Context: an optimization exercise on an open-source flow, tuned for a short achievable clock period and few clock cycles per item. The choices shown serve that exercise and are no tape-out recipe.
For this run, only the layout was checked, not whether the RTL still works.
Power is estimated from default activity; no workload was simulated.

`design/flow/design.v`:
```
package mem_bus_pkg;
    localparam int WORD_W = 32;
    typedef logic [WORD_W-1:0] word_t;
endpackage
package cache_cfg_pkg;
    localparam int NUM_SETS    = 8;
    localparam int NUM_WAYS    = 2;
    localparam int BLOCK_WORDS = 2;
    localparam int IDX_W     = 3;
    localparam int BLKOFF_W  = 1;
    localparam int BYTEOFF_W = 2;
    localparam int TAG_W     = 32 - IDX_W - BLKOFF_W - BYTEOFF_W;
    localparam int NUM_FRAMES = NUM_SETS * NUM_WAYS;
    localparam int FRAME_W    = $clog2(NUM_FRAMES);
    localparam logic [FRAME_W-1:0] LAST_FRAME = FRAME_W'(NUM_FRAMES - 1);
    typedef struct packed {
        logic [TAG_W-1:0]     tag;
        logic [IDX_W-1:0]     idx;
        logic [BLKOFF_W-1:0]  blkoff;
        logic [BYTEOFF_W-1:0] byteoff;
    } cache_addr_t;
    typedef struct packed {
        logic                              valid;
        logic                              dirty;
        logic [TAG_W-1:0]                  tag;
        logic [BLOCK_WORDS-1:0][32-1:0]    data;
    } cache_frame_t;
endpackage
module dcache_top (
    input  logic               CLK,
    input  logic               nRST,
    input  logic               dmem_ren,
    input  logic               dmem_wen,
    input  mem_bus_pkg::word_t dmem_addr,
    input  mem_bus_pkg::word_t dmem_store,
    input  logic               halt,
    input  mem_bus_pkg::word_t wb_dat_r,
    input  logic               wb_ack,
    output mem_bus_pkg::word_t dmem_load,
    output logic               dhit,
    output logic               flushed,
    output logic               wb_cyc,
    output logic               wb_stb,
    output logic               wb_we,
    output mem_bus_pkg::word_t wb_adr,
    output mem_bus_pkg::word_t wb_dat_w
);
    localparam int NWB = 2;               
    localparam int PW  = $clog2(NWB);
    logic [15:0] valid_q;
    logic [15:0] dirty_q;
    logic [7:0]  lru_q;                   
    logic [25:0] tag_q  [16];
    logic [31:0] data_q [32];
    logic        dhit_q;
    logic [31:0] load_q;
    logic        p_wen;
    logic [3:0]  p_frame;
    logic        p_blk;
    logic [31:0] p_store;
    logic        acc_q;
    logic [25:0] acc_tag;
    logic        f_busy;
    logic        f_cnt;                   
    logic [3:0]  f_frame;
    logic [1:0]  f_have;                  
    logic        stb_q;
    logic        we_q;
    logic [31:0] adr_q;
    logic [31:0] dat_q;
    logic        src_fl;                  
    logic [28:0] wb_a  [NWB];
    logic [31:0] wb_d0 [NWB];
    logic [31:0] wb_d1 [NWB];
    logic [PW-1:0] wb_head;
    logic [PW-1:0] wb_tail;
    logic [PW:0]   wb_cnt;
    logic          wb_word;
    logic        fl_word;
    logic [3:0]  fl_sel;
    logic        flushed_q;
    logic        req;
    logic        ev;
    logic [2:0]  idx;
    logic        blk;
    logic [25:0] tag;
    logic        m0;
    logic        m1;
    logic        hit;
    logic [3:0]  hframe;
    logic [3:0]  vframe;
    logic        pend;
    logic        rd_ack;
    logic        wr_ack;
    logic        fwd;
    logic [31:0] hdata;
    logic        vdirty;
    logic        hazard;
    logic        fill_free;
    logic        bus_free;
    logic        can_acc;
    logic        accept;
    logic        ld_done;
    logic        st_done;
    assign req    = dmem_ren || dmem_wen;
    assign ev     = req && !dhit_q && !acc_q;
    assign idx    = dmem_addr[5:3];
    assign blk    = dmem_addr[2];
    assign tag    = dmem_addr[31:6];
    assign m0     = valid_q[{1'b0, idx}] && (tag_q[{1'b0, idx}] == tag);
    assign m1     = valid_q[{1'b1, idx}] && (tag_q[{1'b1, idx}] == tag);
    assign hit    = m0 || m1;
    assign hframe = {m1, idx};
    assign vframe = {lru_q[idx], idx};
    assign pend   = f_busy && (hframe == f_frame) && !f_have[blk];
    assign rd_ack = stb_q && !we_q && wb_ack;
    assign wr_ack = stb_q && we_q && wb_ack;
    assign fwd    = rd_ack && (adr_q[2] == blk);
    assign hdata  = m1 ? data_q[{1'b1, idx, blk}] : data_q[{1'b0, idx, blk}];
    assign vdirty = dirty_q[vframe];
    always_comb begin
        hazard = 1'b0;
        for (int i = 0; i < NWB; i++) begin
            if ((PW+1)'(i) < wb_cnt && wb_a[PW'(wb_head + PW'(i))] == dmem_addr[31:3]) begin
                hazard = 1'b1;
            end
        end
    end
    assign fill_free = !f_busy || (f_cnt && rd_ack);
    assign bus_free  = !stb_q || wb_ack;
    assign can_acc   = fill_free && bus_free && !(vdirty && wb_cnt == (PW+1)'(NWB)) && !hazard;
    assign accept    = ev && !hit && can_acc;
    assign ld_done   = dmem_ren && ((ev && hit && (!pend || fwd)) || (acc_q && rd_ack));
    assign st_done   = ev && dmem_wen && (hit || can_acc);
    logic          wb_pop;
    logic          wb_push;
    logic [PW-1:0] head_n;
    logic          word_n;
    logic [PW:0]   cnt_after_pop;
    assign wb_pop        = wr_ack && !src_fl && wb_word;
    assign wb_push       = acc_q && dirty_q[f_frame];
    assign head_n        = wb_pop ? PW'(wb_head + 1'b1) : wb_head;
    assign word_n        = (wr_ack && !src_fl) ? !wb_word : wb_word;
    assign cnt_after_pop = wb_cnt - (PW+1)'(wb_pop);
    logic [15:0] dirty_n;
    logic        fl_clear;
    logic [3:0]  fl_pick;
    logic        fl_any;
    assign fl_clear = wr_ack && src_fl && fl_word;
    always_comb begin
        dirty_n = dirty_q;
        if (fl_clear) dirty_n[fl_sel] = 1'b0;
        fl_pick = '0;
        fl_any  = 1'b0;
        for (int f = 15; f >= 0; f--) begin
            if (dirty_n[f]) begin
                fl_pick = 4'(f);
                fl_any  = 1'b1;
            end
        end
    end
    logic        n_stb;
    logic        n_we;
    logic [31:0] n_adr;
    logic [31:0] n_dat;
    logic        n_src_fl;
    logic        n_fl_word;
    logic [3:0]  n_fl_sel;
    logic        flush_go;
    assign n_fl_word = (wr_ack && src_fl) ? !fl_word : fl_word;
    assign n_fl_sel  = n_fl_word ? fl_sel : fl_pick;
    assign flush_go = halt && !f_busy && (cnt_after_pop == '0) && !wb_push;
    always_comb begin
        n_stb     = stb_q;
        n_we      = we_q;
        n_adr     = adr_q;
        n_dat     = dat_q;
        n_src_fl  = src_fl;
        if (!stb_q || wb_ack) begin
            n_stb = 1'b0;
            if (f_busy && !f_cnt && rd_ack) begin
                n_stb = 1'b1;
                n_we  = 1'b0;
                n_adr = adr_q ^ 32'd4;
            end else if (accept) begin
                n_stb = 1'b1;
                n_we  = 1'b0;
                n_adr = {dmem_addr[31:3], blk ^ dmem_wen, 2'b00};
            end else if (!(f_busy && !fill_free) && cnt_after_pop != '0) begin
                n_stb    = 1'b1;
                n_we     = 1'b1;
                n_src_fl = 1'b0;
                n_adr    = {wb_a[head_n], word_n, 2'b00};
                n_dat    = word_n ? wb_d1[head_n] : wb_d0[head_n];
            end else if (flush_go && fl_any) begin
                n_stb     = 1'b1;
                n_we      = 1'b1;
                n_src_fl  = 1'b1;
                n_adr     = {tag_q[n_fl_sel], n_fl_sel[2:0], n_fl_word, 2'b00};
                n_dat     = data_q[{n_fl_sel, n_fl_word}];
            end
        end
    end
    always_ff @(posedge CLK, negedge nRST) begin
        if (!nRST) begin
            dhit_q    <= 1'b0;
            acc_q     <= 1'b0;
            f_busy    <= 1'b0;
            f_cnt     <= 1'b0;
            f_have    <= 2'b00;
            f_frame   <= '0;
            stb_q     <= 1'b0;
            we_q      <= 1'b0;
            src_fl    <= 1'b0;
            fl_word   <= 1'b0;
            fl_sel    <= '0;
            wb_head   <= '0;
            wb_tail   <= '0;
            wb_cnt    <= '0;
            wb_word   <= 1'b0;
            valid_q   <= '0;
            dirty_q   <= '0;
            lru_q     <= '0;
            flushed_q <= 1'b0;
        end else begin
            dhit_q <= ld_done || st_done;
            acc_q  <= accept;
            stb_q   <= n_stb;
            we_q    <= n_we;
            src_fl  <= n_src_fl;
            fl_word <= n_fl_word;
            fl_sel  <= n_fl_sel;
            if (rd_ack) begin
                f_have[adr_q[2]] <= 1'b1;
                if (f_cnt) f_busy <= 1'b0;
                f_cnt <= 1'b1;
            end
            if (accept) begin
                f_busy  <= 1'b1;
                f_cnt   <= 1'b0;
                f_frame <= vframe;
                f_have  <= 2'b00;
            end
            wb_word <= word_n;
            wb_head <= head_n;
            if (wb_push) wb_tail <= PW'(wb_tail + 1'b1);
            wb_cnt <= cnt_after_pop + (PW+1)'(wb_push);
            if (acc_q) begin
                valid_q[f_frame] <= 1'b1;
                dirty_q[f_frame] <= 1'b0;
            end
            if (fl_clear) dirty_q[fl_sel] <= 1'b0;
            if (dhit_q) begin
                lru_q[p_frame[2:0]] <= !p_frame[3];
                if (p_wen) begin
                    dirty_q[p_frame] <= 1'b1;
                    if (f_busy && p_frame == f_frame) f_have[p_blk] <= 1'b1;
                end
            end
            if (halt && !n_stb && !f_busy && cnt_after_pop == '0 && !wb_push && !fl_any) begin
                flushed_q <= 1'b1;
            end
        end
    end
    always_ff @(posedge CLK) begin
        adr_q   <= n_adr;
        dat_q   <= n_dat;
        load_q  <= (acc_q || pend) ? wb_dat_r : hdata;
        if (!dhit_q) begin
            p_wen   <= dmem_wen;
            p_frame <= acc_q ? f_frame : hit ? hframe : vframe;
            p_blk   <= blk;
            p_store <= dmem_store;
        end
        if (accept) acc_tag <= tag;
        if (acc_q) tag_q[f_frame] <= acc_tag;
        if (wb_push) begin
            wb_a[wb_tail]  <= {tag_q[f_frame], f_frame[2:0]};
            wb_d0[wb_tail] <= data_q[{f_frame, 1'b0}];
            wb_d1[wb_tail] <= data_q[{f_frame, 1'b1}];
        end
        if (rd_ack && !f_have[adr_q[2]]) data_q[{f_frame, adr_q[2]}] <= wb_dat_r;
        if (dhit_q && p_wen) data_q[{p_frame, p_blk}] <= p_store;
    end
    assign dhit     = dhit_q;
    assign dmem_load = load_q;
    assign flushed  = flushed_q;
    assign wb_cyc   = stb_q;
    assign wb_stb   = stb_q;
    assign wb_we    = we_q;
    assign wb_adr   = adr_q;
    assign wb_dat_w = dat_q;
endmodule
```
`design/flow/run.sh`:
```
#!/bin/bash
# synth_recipe.tcl (not shown) runs the flow's synth.tcl, then flattens the netlist and writes it again
# the make line also repeats each setting of config.mk as NAME=value (left out here)
make -C /OpenROAD-flow-scripts/flow DESIGN_CONFIG=/design/flow/config.mk WORK_HOME=/design/flow/orfs CLKGATE_MAP_FILE= SYNTH_SCRIPT=/design/flow/synth_recipe.tcl finish
```
`design/flow/config.mk`:
```
export PLATFORM = sky130hd
export DESIGN_NAME = dcache_top
export DESIGN_NICKNAME = dcache_top
export VERILOG_FILES = /design/flow/design.v
export SDC_FILE = /design/flow/constraint.sdc
export NUM_CORES = 4
export LEC_CHECK = 0
export CAP_MARGIN = 20
export CORE_MARGIN = 2
export CORE_UTILIZATION = 40
export SLEW_MARGIN = 20
```
`design/flow/constraint.sdc`:
```
create_clock -name core_clock -period 9.0 [get_ports {CLK}]
set_input_delay 1.8000 -clock core_clock [delete_from_list [all_inputs] [get_ports {CLK}]]
set_output_delay 1.8000 -clock core_clock [all_outputs]
set_load 0.01 [all_outputs]
```
==> summary.txt <==
==> metrics by stage <==
step | hold slack [ns] | area, sq um | cells
2_1_floorplan | 0.429 | 109000 | 7888
3_3_place_gp | 0.444 | 114000 | 11000
3_5_place_dp | 0.455 | 115000 | 11000
4_1_cts | 0.470 | 122000 | 11400
5_1_grt | 0.483 | 122000 | 11400
6_report | 0.470 | 122000 | 11400
==> layer usage <==
layer | wire [microns] | share of wire | up-vias
li1 | - | - | 31300
met1 | 162000 | 0.36 | 40900
met2 | 197000 | 0.43 | 7053
met3 | 61300 | 0.14 | 1733
met4 | 32700 | 0.072 | 14
met5 | 95 | 0.00021 | -
==> registers in the layout, indices dropped and copies added (netlist names), 8 cells and up <==
signal   count
adr_q       30
dat_q       32
data_q    1024
wb_d1       64
p_store     32
acc_tag     26
wb_d0       64
load_q      32
valid_q     16
dirty_q     16
tag_q      416
wb_a        58
lru_q        8
==> cells by family after synthesis <==
logic type	count (synthesis)	synth area share
flops	1848	0.505
xor+xnor	124	0.00999
mux	2601	0.326
fa+ha+maj	19	0.00219
simple gates	1139	0.0457
buf+inv	906	0.0334
compound gates	1249	0.0777
other cells	1	0.0000345
==> path summary, 6_finish.rpt <==
path | from | end | slack [ns] | cells past startpoint
max | wb_ack | adr_q[8] | 2.02 | 15
min | valid_q[5] | valid_q[5] | 0.47 | 1
max reg2reg | fl_sel[1] | adr_q[29] | 2.64 | 14
min reg2reg | valid_q[5] | valid_q[5] | 0.47 | 1
max in group asynchronous | nRST | f_frame[2] | 7.24 | 1
min in group asynchronous | nRST | wb_tail | 1.01 | 1
==> cell usage in the layout, fill, tap and decap left out, drive strengths merged, types with 10 or more instances in the layout <==
| cell type | count |
|---|---|
| o31ai | 10 |
| clkinvlp | 10 |
| o21ai | 260 |
| nor4 | 21 |
| mux4 | 650 |
| edfxtp | 1752 |
| or2 | 14 |
| a32o | 20 |
| a31o | 10 |
| nor2 | 177 |
| a22oi | 24 |
| o2111ai | 34 |
| xor2 | 33 |
| nand3 | 132 |
| o311ai | 11 |
| nand2 | 592 |
| or3 | 16 |
| buf | 251 |
| and3 | 15 |
| mux2i | 924 |
| clkinv | 80 |
| nand4 | 15 |
| o221ai | 224 |
| xnor2 | 91 |
| dfrtp | 64 |
| dfxtp | 32 |
| bufinv | 28 |
| nor3 | 114 |
| a32oi | 64 |
| mux2 | 1027 |
| a21oi | 249 |
| a221oi | 35 |
| clkdlybuf4s50 | 167 |
| o22ai | 201 |
| diode | 15 |
| inv | 43 |
| clkbuf | 273 |
| a2111oi | 31 |
| ha | 19 |
| a31oi | 35 |
==> layout make-up <==
cell class | count | area (sq um)
fill | 23800 | 149000
clock buffer | 273 | 5790
multi-input combinational | 5134 | 51200
sequential | 1848 | 54900
tap | 3570 | 4470
inverter | 41 | 178
antenna | 15 | 37.5
clock inverter | 120 | 1410
timing repair buffer | 418 | 3730
==> power by group <==
group	total, mW	internal, mW	switching (mW)
Sequential	12.2	10.9	1.23
Clock	9.17	5.35	3.82
Combinational	16.6	5.58	11.0
Total	37.9	21.9	16.1
==> impl_metrics.yaml <==
yosys:
  syn_area_sq_um: 109000
  synth_top_area_share: 0.484
  yosysSeqAreaShare: 0.505
  yosysWarnings: 1
  synth.avg_cell_area_sq_um: 13.8
  synth_cells: 7887
  netlist_top_cells_count: "edfxtp_1, mux2_2, mux2i_1"
  synth_seq_cells: 1848
  synth_edf_count: 1752
  ys_top_cells_by_area: "edfxtp_1, mux4_2, mux2_2"
  synth_top_area_cell: "edfxtp_1"
  yosysMostFrequentCell: "edfxtp_1"
  ys.flop_type: "edfxtp_1"
  ys_types: 88
  synthArstFlopShare: 0.0346
critical_path:
  cp.required_ns: 9.74
  start_kind: "input pin"
  crit_buf_inv: 3
  crit_slowest_cell: "buf_4"
  slowest_delay_ns: 0.71
  crit_chain: "clkdlybuf4s50_1 > and4_1 > ha_4 > or3b_1 > a2111oi_0 > o22ai_1 > nor4_2 > o41a_2 > buf_4 > buf_4 > nand2_1 > nand3_1 > a21oi_1 > a2111oi_0 > a32o_1"
  path_delay_family: "compound AO/OA/AOI/OAI gates"
  crit_path_end_kind: "register"
  cp_max_fo: 66
  arrival_ns: 7.71
  critPathKind: "in -> reg"
cts:
  clock_latency_ns: 0.95
  post_cts_buffers: 0
  cts_resized: 0
  ctsLongestPathBuffers: 4
  numCtsBuffers: 215
  tritoncts: "yes"
  root_buffer: "clkbuf_16"
  h-tree-depth: 4
  postCtsHoldBufs: 0
  clkTransAtPathRegs_ns: 0.06
  cts_sinks: 1848
timing:
  worst_slew_pin_slew_ns: 1.24
  max_freq_ghz: 0.143
  rsz0062_at_grt: "no"
  final-setup-viol-count: 0
  relSlewSlack: 0.174
  fin_ws_ns: 2.02
  fin_crit_sh: 0.776
  skew_ns: 0.0983
  drv_slew: 0
  setup_tns_ns: 0
  period_needed_ns: 6.98
  hold_violations: 0
drt:
  wl_per_cell_microns: 39.7
  drt-initial-drc-count: 12900
  routed_wl_microns: 453000
  dr.pass1.iters: 9
  vias: 80900
  ant_nets: 0
  drc: 0
  viasPerCell: 7.09
finish:
  nets: 7779
  drive_gt1_frac: 0.308
  area_growth_pct: 12.0
  final_util: 0.450
pwr:
  totalPowerFinal_mw: 37.9
  max-vdd-ir-drop_uv: 564
  powerDensity_nw_per_um2: 312
  power.leakage_nw: 39.9
grt:
  grt_max_degree: 143
  grt_use_met2: 0.474
  overflow: 0
  busiest_layer: "met2"
  track_usage: 0.318
  groute.layer.met3.usage: 0.0908
  antenna_found_initial: 33
  grt_pass1_wl_microns: 620000
  use_met1: 0.409
  grt_pass1_vias: 77600
floorplan:
  start_util: 0.402
  die_y_microns: 525
  die_x_microns: 525
  core-area_sq_um: 271000
  ios: 203
  die_area_sq_um: 276000
  rows: 191
placed_design:
  place_ws_ns: 1.39
  dp_hpwl_microns: 254000
  io_buffers: 198
  routabilityCongestion: 0.915
flow_run:
  maxCapViolations: 0
outcome:
  status: "timing/DRC/antenna clean"
worst_hold_path:
  hp-class: "reg -> reg"

## static timing again, ports no longer ideal
In the flow no input, the clock included, has a driving cell. The finished layout below was timed again as built, in two steps. Step 1: set_driving_cell puts a clkbuf_16 on CLK and a buf_2 on each other input, an assumption about the parent block. Step 2 adds t to the input delays and takes it off the output delays; t is the mean of the earliest and latest rising clock arrival at the registers after step 1. Input paths then give back, and output paths get back, about the clock's delay inside the block. a / b / c = no drivers / after step 1 / after step 2; a / b = the first two.
t, ns: 1.011
slack for setup (ns): 2.020 / 2.012 / 1.001
clock arrival spread, ns: 0.104 / 0.104
slew at the worst register clock pin (ns): 0.07 / 0.07
pins driven straight from the clock port: 1
After both steps setup and hold are still met in this run. For this run, drivers alone change the setup slack by -0.008 ns; drivers and shift together by -1.019 ns.
